Context: an optimization exercise on an open-source flow, tuned for small area and a short achievable clock period. The choices shown serve that exercise and are no tape-out recipe. Power and IR drop assume default switching activity.

==> flow/design.v <==
`timescale 1ns/100ps
module rob_top
(
   input  logic       clock,
   input  logic       reset,
   input  logic       dispatch_valid_a,
   input  logic       dispatch_valid_b,
   input  logic [4:0] opcode_a,
   input  logic [4:0] opcode_b,
   input  logic [5:0] told_a,
   input  logic [5:0] told_b,
   output logic       dispatch_ready,
   output logic [4:0] rob_idx_a,
   output logic [4:0] rob_idx_b,
   input  logic       cdb_valid_a,
   input  logic       cdb_valid_b,
   input  logic       cdb_valid_c,
   input  logic       cdb_valid_d,
   input  logic [4:0] cdb_idx_a,
   input  logic [4:0] cdb_idx_b,
   input  logic [4:0] cdb_idx_c,
   input  logic [4:0] cdb_idx_d,
   output logic       retire_en_a,
   output logic       retire_en_b,
   output logic [5:0] retire_told_a,
   output logic [5:0] retire_told_b,
   output logic [1:0] retire_count,
   output logic       rob_full,
   output logic       rob_almost_full,
   output logic       rob_empty,
   output logic [4:0] rob_head,
   output logic [4:0] rob_tail,
   output logic [5:0] rob_count
);
   logic [4:0] head;
   logic [4:0] nh;          
   logic [4:0] nh1;         
   logic [4:0] tail;
   logic [4:0] tail_p1;     
   logic [5:0] count;
   logic       ready;
   logic       full;
   logic       almost_full;
   logic       empty;
   logic [1:0] rc;
   logic       en_a, en_b;
   logic [5:0] rt_a, rt_b;
   logic [15:0] cpl_e, cpl_o;
   logic [15:0] st_e,  st_o;
   logic [5:0]  told_e [16];
   logic [5:0]  told_o [16];
   logic       alloc_a, alloc_b;
   logic [1:0] accept;
   assign alloc_a = dispatch_valid_a & ready;
   assign alloc_b = dispatch_valid_b & ready;
   assign accept  = {alloc_a & alloc_b, alloc_a ^ alloc_b};
   logic       wen_e, wen_o;
   logic       wst_e, wst_o;
   logic [5:0] wtold_e, wtold_o;
   assign wen_e   = tail[0] ? alloc_b : alloc_a;
   assign wen_o   = tail[0] ? alloc_a : alloc_b;
   assign wst_e   = tail[0] ? (opcode_b == 5'd0) : (opcode_a == 5'd0);
   assign wst_o   = tail[0] ? (opcode_a == 5'd0) : (opcode_b == 5'd0);
   assign wtold_e = tail[0] ? told_b : told_a;
   assign wtold_o = tail[0] ? told_a : told_b;
   logic [3:0] lo [4];
   logic [7:0] hi [4];
   logic [3:0] cv;
   logic [4:0] ci [4];
   logic [31:0] set;
   assign cv = {cdb_valid_d, cdb_valid_c, cdb_valid_b, cdb_valid_a};
   assign ci[0] = cdb_idx_a;
   assign ci[1] = cdb_idx_b;
   assign ci[2] = cdb_idx_c;
   assign ci[3] = cdb_idx_d;
   always_comb
   begin
      for (int p = 0; p < 4; p++)
      begin
         for (int k = 0; k < 4; k++)
            lo[p][k] = cv[p] & (ci[p][1:0] == 2'(k));
         for (int m = 0; m < 8; m++)
            hi[p][m] = (ci[p][4:2] == 3'(m));
      end
      for (int i = 0; i < 32; i++)
         set[i] = (lo[0][i%4] & hi[0][i/4]) | (lo[1][i%4] & hi[1][i/4]) |
                  (lo[2][i%4] & hi[2][i/4]) | (lo[3][i%4] & hi[3][i/4]);
   end
   always_ff @(posedge clock)
   begin
      for (int j = 0; j < 16; j++)
      begin
         if (wen_e && tail_p1[4:1] == 4'(j))
         begin
            cpl_e[j]  <= 1'b0;
            st_e[j]   <= wst_e;
            told_e[j] <= wtold_e;
         end
         else if (set[2*j])
            cpl_e[j]  <= 1'b1;
         if (wen_o && tail[4:1] == 4'(j))
         begin
            cpl_o[j]  <= 1'b0;
            st_o[j]   <= wst_o;
            told_o[j] <= wtold_o;
         end
         else if (set[2*j+1])
            cpl_o[j]  <= 1'b1;
      end
   end
   logic [3:0] ridx_e, ridx_o;
   logic       rc_e, rc_o, rs_e, rs_o;
   logic [5:0] rt_e, rt_o;
   logic       cpl_h, cpl_n, st_h, st_n;
   logic       hit_h, hit_n;
   logic [5:0] left;        
   logic       ret1, ret2;
   assign ridx_o = nh[4:1];
   assign ridx_e = nh1[4:1];
   logic [15:0] sel_e, sel_o;
   always_comb
   begin
      rc_e = 1'b0; rc_o = 1'b0; rs_e = 1'b0; rs_o = 1'b0; rt_e = '0; rt_o = '0;
      for (int j = 0; j < 16; j++)
      begin
         sel_e[j] = (ridx_e == 4'(j));
         sel_o[j] = (ridx_o == 4'(j));
         rc_e = rc_e | (sel_e[j] & cpl_e[j]);
         rc_o = rc_o | (sel_o[j] & cpl_o[j]);
         rs_e = rs_e | (sel_e[j] & st_e[j]);
         rs_o = rs_o | (sel_o[j] & st_o[j]);
         rt_e = rt_e | ({6{sel_e[j]}} & told_e[j]);
         rt_o = rt_o | ({6{sel_o[j]}} & told_o[j]);
      end
   end
   assign cpl_h = nh[0] ? rc_o : rc_e;
   assign cpl_n = nh[0] ? rc_e : rc_o;
   assign st_h  = nh[0] ? rs_o : rs_e;
   assign st_n  = nh[0] ? rs_e : rs_o;
   assign hit_h = (cdb_valid_a & (cdb_idx_a == nh)) | (cdb_valid_b & (cdb_idx_b == nh)) |
                  (cdb_valid_c & (cdb_idx_c == nh)) | (cdb_valid_d & (cdb_idx_d == nh));
   assign hit_n = (cdb_valid_a & (cdb_idx_a == nh1)) | (cdb_valid_b & (cdb_idx_b == nh1)) |
                  (cdb_valid_c & (cdb_idx_c == nh1)) | (cdb_valid_d & (cdb_idx_d == nh1));
   assign left = count - 6'(rc);
   assign ret1 = (left != 6'd0) & (cpl_h | hit_h);
   assign ret2 = ret1 & (left[5:1] != 5'd0) & (cpl_n | hit_n);
   logic [5:0] ncount;
   assign ncount = left + 6'(accept);
   always_ff @(posedge clock)
   begin
      if (reset)
      begin
         head        <= '0;
         nh          <= '0;
         nh1         <= 5'd1;
         tail        <= '0;
         tail_p1     <= 5'd1;
         count       <= '0;
         ready       <= 1'b1;
         full        <= 1'b0;
         almost_full <= 1'b0;
         empty       <= 1'b1;
         rc          <= '0;
         en_a        <= 1'b0;
         en_b        <= 1'b0;
      end
      else
      begin
         head        <= nh;
         nh          <= ret2 ? nh1 + 5'd1 : ret1 ? nh1 : nh;
         nh1         <= ret2 ? nh1 + 5'd2 : ret1 ? nh1 + 5'd1 : nh1;
         tail        <= tail + 5'(accept);
         tail_p1     <= tail_p1 + 5'(accept);
         count       <= ncount;
         ready       <= ~(ncount[5] | (&ncount[4:0]));
         full        <= ncount[5];
         almost_full <= ncount[5] | (&ncount[4:1]);
         empty       <= (ncount == 6'd0);
         rc          <= {ret2, ret1 & ~ret2};
         en_a        <= ret1 & ~st_h;
         en_b        <= ret2 & ~st_n;
      end
   end
   always_ff @(posedge clock)
   begin
      rt_a <= nh[0] ? rt_o : rt_e;
      rt_b <= nh[0] ? rt_e : rt_o;
   end
   assign dispatch_ready  = ready;
   assign rob_idx_a       = tail;
   assign rob_idx_b       = tail_p1;
   assign retire_count    = rc;
   assign retire_en_a     = en_a;
   assign retire_en_b     = en_b;
   assign retire_told_a   = rt_a;
   assign retire_told_b   = rt_b;
   assign rob_full        = full;
   assign rob_almost_full = almost_full;
   assign rob_empty       = empty;
   assign rob_head        = head;
   assign rob_tail        = tail;
   assign rob_count       = count;
endmodule
==> flow/config.mk <==
export PLATFORM = sky130hd
export DESIGN_NAME = rob_top
export DESIGN_NICKNAME = rob_top
export VERILOG_FILES = /design/flow/design.v
export SDC_FILE = /design/flow/constraint.sdc
export NUM_CORES = 4
export LEC_CHECK = 0
export CAP_MARGIN = 20
export CORE_MARGIN = 2
export CORE_UTILIZATION = 60
export CTS_BUF_LIST = sky130_fd_sc_hd__clkbuf_8
export CTS_CLUSTER_SIZE = 30
export SETUP_SLACK_MARGIN = 3.0
export SLEW_MARGIN = 20
==> flow/constraint.sdc <==
create_clock -name core_clock -period 5.5 [get_ports {clock}]
set_input_delay 1.1000 -clock core_clock [delete_from_list [all_inputs] [get_ports {clock}]]
set_output_delay 1.1000 -clock core_clock [all_outputs]
set_load 0.01 [all_outputs]
standard.sh (not shown) runs the stock make flow with config.mk's settings and CLKGATE_MAP_FILE= SYNTH_SCRIPT=/design/flow/synth_recipe.tcl, a recipe that flattens the netlist after the stock synthesis.
==> flow/flow/run.sh <==
#!/bin/bash
# Standard ORFS layout, with plain buffers on the ports instead of the delay
# buffers buffer_ports picks by default, and sizing free to change a cell's
# footprint.
set -euo pipefail
cd "$(dirname "$0")/.."
export BUFFER_PORTS_ARGS="-buffer_cell sky130_fd_sc_hd__buf_2"
bash standard.sh MATCH_CELL_FOOTPRINT=0 finish > orfs_make.log 2>&1
The starting point completed without violations.
Next try:
==> flow/flow/run.sh (replaced) <==
#!/bin/bash
# Standard ORFS layout, but with plain buffers on the ports instead of the
# delay buffers buffer_ports picks by default.
set -euo pipefail
cd "$(dirname "$0")/.."
export BUFFER_PORTS_ARGS="-buffer_cell sky130_fd_sc_hd__buf_2"
bash standard.sh finish > orfs_make.log 2>&1
--- a/flow/config.mk
+++ b/flow/config.mk
@@ -10,3 +10 @@
-export CORE_UTILIZATION = 60
-export CTS_BUF_LIST = sky130_fd_sc_hd__clkbuf_8
-export CTS_CLUSTER_SIZE = 30
+export CORE_UTILIZATION = 40
What happened:
- The new run passed the timing, design-rule and antenna checks
- hold slack is worse by 0.0086 ns
- combinational power falls by about 2%
- register-to-register slack is better by 0.05 ns
- final cell count rises by 9.3%
- final area rises by 2.9%
- via count is about the same
Next try:
==> flow/flow/run.sh (replaced) <==
#!/bin/bash
# Standard ORFS layout, with plain buffers on the ports instead of the delay
# buffers buffer_ports picks by default, and sizing free to change a cell's
# footprint.
set -euo pipefail
cd "$(dirname "$0")/.."
export BUFFER_PORTS_ARGS="-buffer_cell sky130_fd_sc_hd__buf_2"
bash standard.sh MATCH_CELL_FOOTPRINT=0 finish > orfs_make.log 2>&1
--- a/flow/config.mk
+++ b/flow/config.mk
@@ -10 +10 @@
-export CORE_UTILIZATION = 40
+export CORE_UTILIZATION = 60
What happened: The new run went through all stages and came out clean. Via count is about the same. Sequential power is about the same. Clock-buffer cell count goes down by 10. Cell area goes down by 0.57%. Cell count goes down by 9.9%. Total power goes up by about 2%. Setup slack improved by 0.022 ns. Global-route usage goes up by 10 points. Worst hold slack improved by 0.0083 ns. Die area goes down by 33%.
No run of this note included a check of the RTL's function; only the layout flow was run.

[afterwards: timing with drivers on the ports]
Ports are ideal in the flow. The routed layouts listed here were re-timed in OpenROAD.
Step 1 assumes that a clkbuf_16 drives the clock port and a buf_2 every other input.
Step 2 moves the port delays by t, midway between the first and last clock arrival at a register: inputs arrive t later, outputs are due t later. That takes back most of the time a late clock gives input paths.
a / b / c = ideal ports / drivers / drivers and shift; a / b = the first two.
| run | t, ns | setup WS [ns] | latest minus earliest clock arrival (ns) |
|---|---|---|---|
| the first run | 0.605 | 2.778 / 2.778 / 2.217 | 0.049 / 0.048 |
| the second run | 0.608 | 2.792 / 2.824 / 2.216 | 0.028 / 0.028 |
| the third run | 0.589 | 2.813 / 2.825 / 2.255 | 0.014 / 0.014 |
After both steps every run listed still meets setup and hold. For the second run, which loses most, drivers alone change the setup slack by +0.032 ns; drivers and shift together by -0.576 ns.
